Context: an optimization exercise on an open-source flow, tuned for small area. The choices shown serve that exercise and are no tape-out recipe. The RTL was checked by simulation tests, not by an equivalence proof against the original design. Power and IR drop assume default switching activity.

## consensus_acceptor
module consensus_acceptor #(
    parameter int ID_BITS     = 48,
    parameter int VALUE_BITS  = 64,
    parameter int UID_BITS    = 16,
    parameter int QUEUE_DEPTH = 4
) (
    input  logic                               clk,
    input  logic                               rst_n,
    input  logic                               req_valid,
    output logic                               req_ready,
    input  logic [2:0]                         req_func,
    input  logic [UID_BITS-1:0]                req_from_uid,
    input  logic [ID_BITS-1:0]                 req_proposal_id,
    input  logic [ID_BITS-1:0]                 req_accepted_in,
    input  logic [VALUE_BITS-1:0]              req_value,
    output logic                               rsp_valid,
    input  logic                               rsp_ready,
    output logic [2:0]                         rsp_msg_kind,
    output logic [UID_BITS-1:0]                rsp_dest_uid,
    output logic [ID_BITS-1:0]                 rsp_msg_proposal_id,
    output logic [ID_BITS-1:0]                 rsp_msg_other_id,
    output logic [VALUE_BITS-1:0]              rsp_msg_value,
    output logic                               rsp_persist_needed,
    output logic                               rsp_prepare_expired,
    output logic                               rsp_last,
    input  logic                               cfg_we,
    input  cac_pkg::cfg_idx_t                  cfg_index,
    input  logic [cac_pkg::CFG_DATA_BITS-1:0]  cfg_data
);
For scale: about 2700 cells after synthesis, roughly 940 flip-flops, about 400 I/O pins.
export LEC_CHECK = 0
export CAP_MARGIN = 20
export CORE_MARGIN = 2
export CORE_UTILIZATION = 70
export SLEW_MARGIN = 20
create_clock -name core_clock -period 10.0 [get_ports {clk}]
standard.sh (not shown) runs the stock make flow with config.mk's settings and CLKGATE_MAP_FILE= SYNTH_SCRIPT=/design/flow/synth_recipe.tcl, a recipe that flattens the netlist after the stock synthesis.
==> flow/flow/run.sh <==
#!/bin/bash
# The standard layout (standard.sh) with two changes: the port buffers are
# the smallest buffer cell, and the clock tree uses clkbuf_4 leaf buffers on
# small clusters and clkbuf_8 above them, without dummy loads. Each ORFS step
# logs to orfs/logs; make's own output goes to standard.log here.
set -euo pipefail
export BUFFER_PORTS_ARGS="-buffer_cell sky130_fd_sc_hd__buf_1"
export CTS_ARGS="-sink_clustering_enable -repair_clock_nets -buf_list sky130_fd_sc_hd__clkbuf_8 -root_buf sky130_fd_sc_hd__clkbuf_8 -sink_clustering_buffer sky130_fd_sc_hd__clkbuf_4 -sink_clustering_size 12 -sink_clustering_max_diameter 35 -dont_use_dummy_load"
bash standard.sh > standard.log 2>&1
The starting point ran to the end with no violations.
Rerun with:
==> flow/flow/run.sh (replaced) <==
#!/bin/bash
# The standard layout (standard.sh) with two changes: the port buffers are
# the smallest buffer cell, and the clock tree uses clkbuf_4 leaf buffers on
# small clusters and clkbuf_8 above them, without dummy loads. Each ORFS step
# logs to orfs/logs; make's own output goes to standard.log here.
set -euo pipefail
export BUFFER_PORTS_ARGS="-buffer_cell sky130_fd_sc_hd__buf_1"
export CTS_ARGS="-sink_clustering_enable -repair_clock_nets -buf_list sky130_fd_sc_hd__clkbuf_8 -root_buf sky130_fd_sc_hd__clkbuf_8 -sink_clustering_buffer sky130_fd_sc_hd__clkbuf_4 -sink_clustering_size 10 -sink_clustering_max_diameter 40 -dont_use_dummy_load"
bash standard.sh > standard.log 2>&1
What happened: Synthesized cell count stays the same; first-iteration DRC count decreases by 3.9%; wire length decreases by 0.48%; global-route usage decreases by 0.35 points; power decreases by 1.7%; core utilization decreases by 0.38 points; worst setup slack is better by 0.043 ns; critical path depth stays the same.


== JK ==
consensus_acceptor, a different RTL version from the one above (not shown whole).
Size: ~2,900 cells after synthesis, about 940 flip-flops, roughly 40,000 um^2 of cells after synthesis.
==> flow/design.v (excerpt) <==
module consensus_acceptor #(
    parameter int ID_BITS     = 48,
    parameter int VALUE_BITS  = 64,
    parameter int UID_BITS    = 16,
    parameter int QUEUE_DEPTH = 4
) (
    input  logic                               clk,
    input  logic                               rst_n,
    input  logic                               req_valid,
    output logic                               req_ready,
    input  logic [2:0]                         req_func,
    input  logic [UID_BITS-1:0]                req_from_uid,
    input  logic [ID_BITS-1:0]                 req_proposal_id,
    input  logic [ID_BITS-1:0]                 req_accepted_in,
    input  logic [VALUE_BITS-1:0]              req_value,
    output logic                               rsp_valid,
    input  logic                               rsp_ready,
    output logic [2:0]                         rsp_msg_kind,
    output logic [UID_BITS-1:0]                rsp_dest_uid,
    output logic [ID_BITS-1:0]                 rsp_msg_proposal_id,
    output logic [ID_BITS-1:0]                 rsp_msg_other_id,
    output logic [VALUE_BITS-1:0]              rsp_msg_value,
    output logic                               rsp_persist_needed,
    output logic                               rsp_prepare_expired,
    output logic                               rsp_last,
    input  logic                               cfg_we,
    input  cac_pkg::cfg_idx_t                  cfg_index,
    input  logic [cac_pkg::CFG_DATA_BITS-1:0]  cfg_data
);
Settings: LEC_CHECK=0, CAP_MARGIN=20, CORE_MARGIN=2, CORE_UTILIZATION=40, SLEW_MARGIN=20; clock period 10.0 ns.
==> flow/flow/run.sh <==
#!/bin/bash
# The standard layout (standard.sh) with two changes: the port buffers are
# the smallest buffer cell, and the clock tree uses clkbuf_8 buffers in
# smaller clusters, without dummy loads. Each ORFS step logs to orfs/logs;
# make's own output goes to standard.log here.
set -euo pipefail
export BUFFER_PORTS_ARGS="-buffer_cell sky130_fd_sc_hd__buf_1"
export CTS_ARGS="-sink_clustering_enable -repair_clock_nets -buf_list sky130_fd_sc_hd__clkbuf_8 -sink_clustering_size 16 -sink_clustering_max_diameter 50 -dont_use_dummy_load"
bash standard.sh > standard.log 2>&1
diff inputs: JK => MS
Settings: a change of CORE_UTILIZATION from 40 to 60; a change of CAP_MARGIN from 20 to 0; a change of SLEW_MARGIN from 20 to 0.
==> flow/flow/run.sh <==
#!/bin/bash
# The standard layout (standard.sh) with two changes: the port buffers are
# the smallest buffer cell, and the clock tree uses clkbuf_4 leaf buffers on
# small clusters and clkbuf_8 above them, without dummy loads. Each ORFS step
# logs to orfs/logs; make's own output goes to standard.log here.
set -euo pipefail
export BUFFER_PORTS_ARGS="-buffer_cell sky130_fd_sc_hd__buf_1"
export CTS_ARGS="-sink_clustering_enable -repair_clock_nets -buf_list sky130_fd_sc_hd__clkbuf_8 -root_buf sky130_fd_sc_hd__clkbuf_8 -sink_clustering_buffer sky130_fd_sc_hd__clkbuf_4 -sink_clustering_size 10 -sink_clustering_max_diameter 40 -dont_use_dummy_load"
bash standard.sh > standard.log 2>&1
Notes after the runs:
JK → MS: summed area of non-filler cells in the final layout now sits lower, setup slack went up 0.42 ns, critical path depth decreased by 1 relative to the old numbers, power per standard cell area decreased 2.7 nW/um^2, maximum clock skew at final layout went down by 0.046 ns. Sequential group share of total power is higher on MS. Post-route clock period utilization ends up higher on JK. Re initial standard-cell utilization of the core: MS and JK aren't equal, and the lower value belongs to JK. Against JK, total power in MS came out better.

## static timing again, ports no longer ideal
No port has a modelled driver above. Below, the same layouts with a new extraction and two added sets of constraints.
Step 1 assumes that a clkbuf_16 drives the clock port and a buf_2 every other input.
Step 2 adds t to the input delays and takes it off the output delays; t is the mean of the earliest and latest rising clock arrival at the registers after step 1. Input paths then give back, and output paths get back, about the clock's delay inside the block.
Three values: no drivers, after step 1, after step 2; two values: the first two.
| run | t, ns | setup slack, ns | worst setup path after step 2 |
|---|---|---|---|
| the first run of note 1 | 0.826 | 3.556 / 3.556 / 3.556 | register to register |
| the second run of note 1 | 0.753 | 3.599 / 3.599 / 3.599 | register to register |
| JK | 0.797 | 3.653 / 3.589 / 3.845 | register to register |
| MS | 0.807 | 4.076 / 4.009 / 4.304 | register to register |
After both steps setup and hold are still met in every run listed.
